From an optimization exercise on the open Yosys and OpenROAD flow, aimed at small area, a short achievable clock period and few clock cycles per item; shortcuts taken in it are not production practice.
The RTL was checked by simulation tests, not by an equivalence proof against the original design.
Power and IR drop assume default switching activity.

`flow/config.mk`:
```
export PLATFORM = sky130hd
export DESIGN_NAME = image_rotate_scatter_address
export DESIGN_NICKNAME = image_rotate_scatter_address
export VERILOG_FILES = /design/flow/design.v
export SDC_FILE = /design/flow/constraint.sdc
export NUM_CORES = 4
export LEC_CHECK = 0
export CAP_MARGIN = 20
export CORE_MARGIN = 2
export CORE_UTILIZATION = 40
export SLEW_MARGIN = 20
```
`flow/constraint.sdc`:
```
create_clock -name core_clock -period 10.0 [get_ports {i_clk}]
set_input_delay 2.0000 -clock core_clock [delete_from_list [all_inputs] [get_ports {i_clk}]]
set_output_delay 2.0000 -clock core_clock [all_outputs]
set_load 0.01 [all_outputs]
```
`flow/design.v`:
```
package irsa_pkg;
    localparam int unsigned MAX_DIM = 4096;
    localparam int unsigned CFG_W   = 13;
    localparam int unsigned IDX_W   = 2;
    localparam int unsigned DIM_W   = 13;
    localparam int unsigned POS_W   = 12;
    localparam int unsigned ROT_W   = 2;
    localparam int unsigned BPP_W   = 5;
    localparam int unsigned PROD_W  = POS_W + DIM_W;
    localparam int unsigned ADDR_W  = 28;
    localparam logic [IDX_W-1:0] REG_SRC_WIDTH       = 2'd0;
    localparam logic [IDX_W-1:0] REG_SRC_HEIGHT      = 2'd1;
    localparam logic [IDX_W-1:0] REG_ROTATION        = 2'd2;
    localparam logic [IDX_W-1:0] REG_BYTES_PER_PIXEL = 2'd3;
    localparam logic [ROT_W-1:0] ROT_INVALID = 2'd0;
    localparam logic [ROT_W-1:0] ROT_90      = 2'd1;
    localparam logic [ROT_W-1:0] ROT_180     = 2'd2;
    localparam logic [ROT_W-1:0] ROT_270     = 2'd3;
    localparam logic [DIM_W-1:0] DIM_MAX = DIM_W'(MAX_DIM);
    localparam logic [DIM_W-1:0] DIM_RST = 13'd1;
    localparam logic [BPP_W-1:0] BPP_MAX = 5'd16;
    localparam logic [BPP_W-1:0] BPP_RST = 5'd4;
    typedef struct packed {
        logic accept;
        logic map_en;
        logic out_load;
    } t_dp_cmd;
endpackage
import irsa_pkg::*;
module irsa_ctrl
(
    input  logic    i_clk,
    input  logic    i_rst_n,
    input  logic    i_in_valid,
    output logic    o_in_stall,
    output logic    o_out_valid,
    input  logic    i_out_stall,
    output irsa_pkg::t_dp_cmd o_cmd
);
    localparam logic [1:0] S_IDLE  = 2'd0;
    localparam logic [1:0] S_MAP   = 2'd1;
    localparam logic [1:0] S_SCALE = 2'd2;
    logic [1:0] r_state;
    logic [1:0] n_state;
    logic       r_out_valid;
    logic       n_out_valid;
    irsa_pkg::t_dp_cmd    cmd;
    always_comb begin
        n_state      = r_state;
        cmd.accept   = 1'b0;
        cmd.map_en   = 1'b0;
        cmd.out_load = 1'b0;
        unique case (r_state)
            S_IDLE: begin
                if (i_in_valid) begin
                    cmd.accept = 1'b1;
                    n_state    = S_MAP;
                end
            end
            S_MAP: begin
                cmd.map_en = 1'b1;
                n_state    = S_SCALE;
            end
            S_SCALE: begin
                if (!r_out_valid || !i_out_stall) begin
                    cmd.out_load = 1'b1;
                    n_state      = S_IDLE;
                end
            end
            default: begin
                n_state = S_IDLE;
            end
        endcase
    end
    always_comb begin
        n_out_valid = r_out_valid;
        if (cmd.out_load) begin
            n_out_valid = 1'b1;
        end else if (!i_out_stall) begin
            n_out_valid = 1'b0;
        end
    end
    always_ff @(posedge i_clk) begin
        if (!i_rst_n) begin
            r_state     <= S_IDLE;
            r_out_valid <= 1'b0;
        end else begin
            r_state     <= n_state;
            r_out_valid <= n_out_valid;
        end
    end
    assign o_in_stall  = (r_state != S_IDLE);
    assign o_out_valid = r_out_valid;
    assign o_cmd       = cmd;
endmodule
import irsa_pkg::*;
module irsa_datapath
#(
    parameter int unsigned PIXEL_BITS = 32
) (
    input  logic                  i_clk,
    input  logic                  i_rst_n,
    input  logic                  i_cfg_wr_en,
    input  logic [IDX_W-1:0]      i_cfg_index,
    input  logic [CFG_W-1:0]      i_cfg_wdata,
    input  irsa_pkg::t_dp_cmd               i_cmd,
    input  logic [PIXEL_BITS-1:0] i_pixel_in,
    input  logic                  i_frame_start,
    output logic [PIXEL_BITS-1:0] o_pixel_out,
    output logic [POS_W-1:0]      o_dest_col,
    output logic [POS_W-1:0]      o_dest_row,
    output logic [ADDR_W-1:0]     o_byte_address,
    output logic                  o_frame_last,
    output logic                  o_bad_rotation
);
    logic [DIM_W-1:0] r_src_width;
    logic [DIM_W-1:0] r_src_height;
    logic [ROT_W-1:0] r_rotation;
    logic [BPP_W-1:0] r_bpp;
    logic [POS_W-1:0] r_col_count;
    logic [POS_W-1:0] r_row_count;
    logic [PIXEL_BITS-1:0] r_pix;
    logic [POS_W-1:0]      r_c;
    logic [POS_W-1:0]      r_r;
    logic                  r_last;
    logic                  r_bad;
    logic [PROD_W-1:0] r_prod;
    logic [POS_W-1:0]  r_dc;
    logic [POS_W-1:0]  r_dr;
    logic [PIXEL_BITS-1:0] r_pixel_out;
    logic [POS_W-1:0]      r_dest_col;
    logic [POS_W-1:0]      r_dest_row;
    logic [ADDR_W-1:0]     r_byte_address;
    logic                  r_frame_last;
    logic                  r_bad_rotation;
    logic [DIM_W-1:0] w;
    logic [DIM_W-1:0] h;
    logic [POS_W-1:0] w_m1;
    logic [POS_W-1:0] h_m1;
    logic [BPP_W-1:0] bpp;
    logic             restart;
    logic [POS_W-1:0] c;
    logic [POS_W-1:0] r;
    logic             col_end;
    logic             row_end;
    logic [POS_W-1:0] dc;
    logic [POS_W-1:0] dr;
    logic [DIM_W-1:0] dw;
    logic [PROD_W-1:0] sum;
    logic [PROD_W+BPP_W-1:0] scaled;
    always_comb begin
        w = r_src_width;
        if (r_src_width == '0) begin
            w = DIM_W'(1);
        end else if (r_src_width > DIM_MAX) begin
            w = DIM_MAX;
        end
        h = r_src_height;
        if (r_src_height == '0) begin
            h = DIM_W'(1);
        end else if (r_src_height > DIM_MAX) begin
            h = DIM_MAX;
        end
        bpp = r_bpp;
        if (r_bpp == '0) begin
            bpp = BPP_W'(1);
        end else if (r_bpp > BPP_MAX) begin
            bpp = BPP_MAX;
        end
    end
    assign w_m1 = POS_W'(w - DIM_W'(1));
    assign h_m1 = POS_W'(h - DIM_W'(1));
    assign restart = i_frame_start || ({1'b0, r_col_count} >= w)
                     || ({1'b0, r_row_count} >= h);
    assign c       = restart ? '0 : r_col_count;
    assign r       = restart ? '0 : r_row_count;
    assign col_end = (c == w_m1);
    assign row_end = (r == h_m1);
    always_ff @(posedge i_clk) begin
        if (!i_rst_n) begin
            r_src_width  <= DIM_RST;
            r_src_height <= DIM_RST;
            r_rotation   <= ROT_90;
            r_bpp        <= BPP_RST;
        end else if (i_cfg_wr_en) begin
            unique case (i_cfg_index)
                REG_SRC_WIDTH:       r_src_width  <= i_cfg_wdata;
                REG_SRC_HEIGHT:      r_src_height <= i_cfg_wdata;
                REG_ROTATION:        r_rotation   <= i_cfg_wdata[ROT_W-1:0];
                REG_BYTES_PER_PIXEL: r_bpp        <= i_cfg_wdata[BPP_W-1:0];
                default: begin
                end
            endcase
        end
    end
    always_ff @(posedge i_clk) begin
        if (!i_rst_n) begin
            r_col_count <= '0;
            r_row_count <= '0;
        end else if (i_cmd.accept) begin
            if (col_end) begin
                r_col_count <= '0;
                r_row_count <= row_end ? '0 : r + POS_W'(1);
            end else begin
                r_col_count <= c + POS_W'(1);
                r_row_count <= r;
            end
        end
    end
    always_ff @(posedge i_clk) begin
        if (i_cmd.accept) begin
            r_pix  <= i_pixel_in;
            r_c    <= c;
            r_r    <= r;
            r_last <= col_end && row_end;
            r_bad  <= (r_rotation == ROT_INVALID);
        end
    end
    always_comb begin
        dc = '0;
        dr = '0;
        dw = '0;
        unique case (r_rotation)
            ROT_90: begin
                dw = h;
                dr = r_c;
                dc = h_m1 - r_r;
            end
            ROT_180: begin
                dw = w;
                dr = h_m1 - r_r;
                dc = w_m1 - r_c;
            end
            ROT_270: begin
                dw = h;
                dr = w_m1 - r_c;
                dc = r_r;
            end
            default: begin
            end
        endcase
    end
    always_ff @(posedge i_clk) begin
        if (i_cmd.map_en) begin
            r_prod <= PROD_W'(dr) * PROD_W'(dw);
            r_dc   <= dc;
            r_dr   <= dr;
        end
    end
    assign sum    = r_prod + PROD_W'(r_dc);
    assign scaled = sum * bpp;
    always_ff @(posedge i_clk) begin
        if (i_cmd.out_load) begin
            r_pixel_out    <= r_pix;
            r_dest_col     <= r_dc;
            r_dest_row     <= r_dr;
            r_byte_address <= r_bad ? '0 : scaled[ADDR_W-1:0];
            r_frame_last   <= r_last;
            r_bad_rotation <= r_bad;
        end
    end
    assign o_pixel_out    = r_pixel_out;
    assign o_dest_col     = r_dest_col;
    assign o_dest_row     = r_dest_row;
    assign o_byte_address = r_byte_address;
    assign o_frame_last   = r_frame_last;
    assign o_bad_rotation = r_bad_rotation;
endmodule
import irsa_pkg::*;
module image_rotate_scatter_address
#(
    parameter int unsigned PIXEL_BITS = 32
) (
    input  logic                  i_clk,
    input  logic                  i_rst_n,
    input  logic                  i_cfg_wr_en,
    input  logic [IDX_W-1:0]      i_cfg_index,
    input  logic [CFG_W-1:0]      i_cfg_wdata,
    input  logic                  i_in_valid,
    output logic                  o_in_stall,
    input  logic [PIXEL_BITS-1:0] i_pixel_in,
    input  logic                  i_frame_start,
    output logic                  o_out_valid,
    input  logic                  i_out_stall,
    output logic [PIXEL_BITS-1:0] o_pixel_out,
    output logic [POS_W-1:0]      o_dest_col,
    output logic [POS_W-1:0]      o_dest_row,
    output logic [ADDR_W-1:0]     o_byte_address,
    output logic                  o_frame_last,
    output logic                  o_bad_rotation
);
    irsa_pkg::t_dp_cmd cmd;
    irsa_ctrl u_ctrl (
        .i_clk       (i_clk),
        .i_rst_n     (i_rst_n),
        .i_in_valid  (i_in_valid),
        .o_in_stall  (o_in_stall),
        .o_out_valid (o_out_valid),
        .i_out_stall (i_out_stall),
        .o_cmd       (cmd)
    );
    irsa_datapath #(
        .PIXEL_BITS (PIXEL_BITS)
    ) u_datapath (
        .i_clk          (i_clk),
        .i_rst_n        (i_rst_n),
        .i_cfg_wr_en    (i_cfg_wr_en),
        .i_cfg_index    (i_cfg_index),
        .i_cfg_wdata    (i_cfg_wdata),
        .i_cmd          (cmd),
        .i_pixel_in     (i_pixel_in),
        .i_frame_start  (i_frame_start),
        .o_pixel_out    (o_pixel_out),
        .o_dest_col     (o_dest_col),
        .o_dest_row     (o_dest_row),
        .o_byte_address (o_byte_address),
        .o_frame_last   (o_frame_last),
        .o_bad_rotation (o_bad_rotation)
    );
endmodule
```
`flow/run.sh`:
```
#!/bin/bash
# synth_recipe.tcl (not shown) runs the flow's synth.tcl, then flattens the netlist and writes it again
# the make line also repeats each setting of config.mk as NAME=value (left out here)
make -C /OpenROAD-flow-scripts/flow DESIGN_CONFIG=/design/flow/config.mk WORK_HOME=/design/flow/orfs CLKGATE_MAP_FILE= SYNTH_SCRIPT=/design/flow/synth_recipe.tcl finish
```
==> results.txt <==
cell usage after synthesis, drive strengths merged, types with 7 or more instances:
master  count
dfxtp      60
nor4       14
clkbuf     79
o211ai      8
nand3      56
inv       300
or4        12
nor2      184
fa        181
a31oi       7
o22ai       8
o31ai      10
a21oi      69
or3         9
xor2       39
nor2b      40
nor3b       8
a21boi     40
nand3b      7
and2       61
nand2b     30
mux2        8
buf        14
a22o       10
ha        158
a22oi      10
a211oi      8
edfxtp    193
and3       24
o21bai      8
o21ai      57
o21a       24
nand4      17
nor3       53
mux2i      28
nand2     320
a21o       30
nand4b      8
a31o        9
xnor2      67
through the flow:
| step | hold slack, ns | setup TNS, ns | worst slack, ns | std cells | util (%) |
|---|---|---|---|---|---|
| global route | 0.410 | -0.0229 | -0.0229 | 3223 | 46.9 |
| floorplan | 0.400 | 0 | 0.105 | 2348 | - |
| detailed placement | 0.405 | -0.128 | -0.128 | 3159 | 44.6 |
| finish | 0.408 | 0 | 0.349 | 3223 | 46.9 |
| global placement | 0.401 | -0.0481 | -0.0481 | 3159 | 44.6 |
| CTS | 0.395 | 0 | 0.141 | 3221 | 46.7 |
registers in the layout, summed over array words and instances (netlist names):
| name | count |
|---|---|
| u_datapath.r_src_width | 13 |
| u_datapath.r_bad_rotation | 1 |
| u_datapath.r_dc | 12 |
| u_datapath.r_frame_last | 1 |
| u_datapath.r_dest_col | 12 |
| u_datapath.r_pixel_out | 32 |
| u_datapath.r_bad | 1 |
| u_datapath.r_pix | 32 |
| u_datapath.r_c | 12 |
| u_ctrl.r_state | 2 |
| u_datapath.r_prod | 25 |
| u_datapath.r_last | 1 |
| u_datapath.r_dr | 12 |
| u_datapath.r_byte_address | 28 |
| u_datapath.r_src_height | 13 |
| u_datapath.r_col_count | 12 |
| u_ctrl.r_out_valid | 1 |
| u_datapath.r_r | 12 |
| u_datapath.r_rotation | 2 |
| u_datapath.r_row_count | 12 |
| u_datapath.r_dest_row | 12 |
| u_datapath.r_bpp | 5 |
area by class of cell:
cell class                      instances  share of cell area (%)
Sequential cell                       253                    27.3
Clock buffer                           39                    3.51
Clock inverter                         23                   0.945
Tap cell                              704                    3.43
Inverter                              301                    4.40
Timing Repair Buffer                  202                    7.27
Multi-Input combinational cell       1701                    53.2
power groups by stage:
stage / registers (uW) / logic (uW) / clock network [uW]
floorplan: 1250 / 750 / 0
finish: 1240 / 1040 / 1230
global placement: 1260 / 1020 / 0
CTS: 1240 / 1040 / 1270
detailed placement: 1260 / 1030 / 0
global route: 1240 / 1180 / 1300
layer usage:
metal	vias to the layer above	wire [um]
li1	8243	-
met1	8326	26700
met2	404	28300
met3	95	2620
met4	0	1690
met5	-	0
timing repair:
action	CTS	global route
gates resized for setup	2	23
setup endpoints to repair	1	3
gates cloned	0	0
pin swaps	0	2
setup buffers	0	2
critical path, delay by kind of cell (launching register included):
family | cells | cell delay (ns)
AO/OA/AOI/OAI | 12 | 2.89
XOR/XNOR | 1 | 0.27
adder cells (fa/ha/maj) | 8 | 3.60
buffers and inverters | 5 | 0.42
flip-flops | 1 | 0.46
multiplexers | 1 | 0.13
AND/OR/NAND/NOR | 7 | 1.61
cells by family (layout without fill, tap and decap cells):
kind of cell | after synthesis | after routing | share of synthesized area (%)
buffers and inverters | 394 | 565 | 6.83
and+or+nand+nor | 865 | 865 | 18.9
xor gates and xnor gates | 106 | 106 | 4.21
muxes | 36 | 36 | 1.68
AOI/OAI and AO/OA | 355 | 355 | 11.2
DFF | 253 | 253 | 31.7
adders and majority gates | 339 | 339 | 25.4
final timing paths:
| check | from | depth (start not counted) | to |
|---|---|---|---|
| worst max-delay path | u_datapath.r_src_width[3]$_SDFFE_PN0P_ | 34 | u_datapath.r_prod[24]$_DFFE_PN_ |
| worst min-delay path | u_datapath.r_dr[2]$_DFFE_PN_ | 0 | u_datapath.r_dest_row[2]$_DFFE_PP_ |
| worst max register to register | u_datapath.r_src_width[3]$_SDFFE_PN0P_ | 34 | u_datapath.r_prod[24]$_DFFE_PN_ |
| worst min register to register | u_datapath.r_dr[2]$_DFFE_PN_ | 0 | u_datapath.r_dest_row[2]$_DFFE_PP_ |
==> metrics.csv <==
metric,value,unit
drive_above_1_share,6.95,%
synth.avg_cell_area,9.39,um2
p_sw_share,32.9,%
max-slew-margin-rel,24.9,%
cts_root_buf,clkbuf_16,
cts_made_buffers,35,
wl_per_cell,18.4,um
seq_area,7010,um2
antenna_found_initial,0,
max-cap-violations,0,
path_clk_slew,0.05,ns
hold_class,flip-flop to flip-flop,
placed_cell_area,24400,um2
dpl.hpwl,47100,um
crit_path_start_kind,flip-flop,
dieArea,57000,um2
avgViaCountPerCell,5.30,
worst_pin_slew,1.12,ns
io_buffers,140,
drv_slew,0,
gp_congestion,0.891,
finalCritPeriodShare,96.5,%
setup_viol,0,
hold_buffers,0,
p_leak,0.0113,uW
critPathArrivalTime,9.96,ns
yosysWarningCount,2,
grt_use_met2,35.8,%
grt_pass1_vias,16900,
pwr-share-seq,35.2,%
final_nets,2886,
fill_cells,5161,
synth_edf_count,193,
ys_ff_latch,253,
grt_first_pass_wirelength,93700,um
finalClockSkew,0.0289,ns
grt_max_degree,72,
required,10.31,ns
p_int,2360,uW
p_switching,1160,uW
dr.pass1.iters,6,
busiest_layer,met2,
fmax,104,MHz
synth_flop_cell,edfxtp_1,
synth_largest_area_cell,edfxtp_1,
area_growth,16.5,%
clock_power_share,35.1,%
grt_overflow,0,
synthesis.area,22000,um2
start_util,40.3,%
synth_area_leaders,"edfxtp_1 (26%), fa_1 (16%), ha_1 (9.0%), dfxtp_1 (5.4%), nand2_1 (5.4%)",
drc,0,
cts_sinks,253,
synth_nets,2740,
row_count,86,
dieWidth,239,um
slowest_stage,or4b_2,
drt-initial-drc-count,1215,
ir_worst_vdd,0.112,mV
finish.instance_area,25700,um2
dieHeight,239,um
final_cell_mix,"nand2_1 (320), inv_1 (299), edfxtp_1 (193), nor2_1 (182), fa_1 (181)",
hold_viol,0,
rrSetupSlack,0.35,ns
pwr-share-comb,29.7,%
core,54800,um2
num_antenna_cells,0,
crit_type,flip-flop to flip-flop,
cts_tree,done,
power,3520,uW
cts.path.max_buffers,3,
netlist-cell-type-count,83,
multiInputGateArea,13700,um2
cp-end-kind,flip-flop,
status,finished clean,
finalCriticalPeriod,9.65,ns
use_met1,27.7,%
crit_top_cell,fa_1,
use_met3,2.66,%
synth-seq-area-share,31.7,%
final_common_cell,nand2_1,
synth_cells,2348,
power_density,137,nW/um2
grt_usage,21.0,%
async_flop_share,0,%
clock_latency,0.57,ns
dr_total_vias,17100,
ant_nets,0,
slowest_delay,0.60,ns
synth_top_area_share,26.3,%
ios,141,
routed_wl,59400,um
cts-htree-levels,2,
critPathMaxFanout,10,
Testbench counts, summed over its fixed seeds: cycles 107,214, items 35,658.

-- static timing again, ports no longer ideal --
The flow's constraints put no driver on any port. The routed layout listed below was extracted and timed again, unchanged, in two steps.
Step 1 assumes that a clkbuf_16 drives the clock port and a buf_2 every other input.
Step 2, shift: input delay + t, output delay - t, t = (earliest + latest rising clock arrival at the registers) / 2. This alone moves slack from input paths to output paths.
a / b / c = ideal / step 1 / step 2; a / b = the first two.
shift t [ns]: 0.611
setup slack, ns: 0.349 / 0.349 / 0.349
clock arrival spread, ns: 0.030 / 0.030
After both steps setup and hold are still met in this run. For this run, drivers alone change the setup slack by 0.000 ns; drivers and shift together by 0.000 ns.
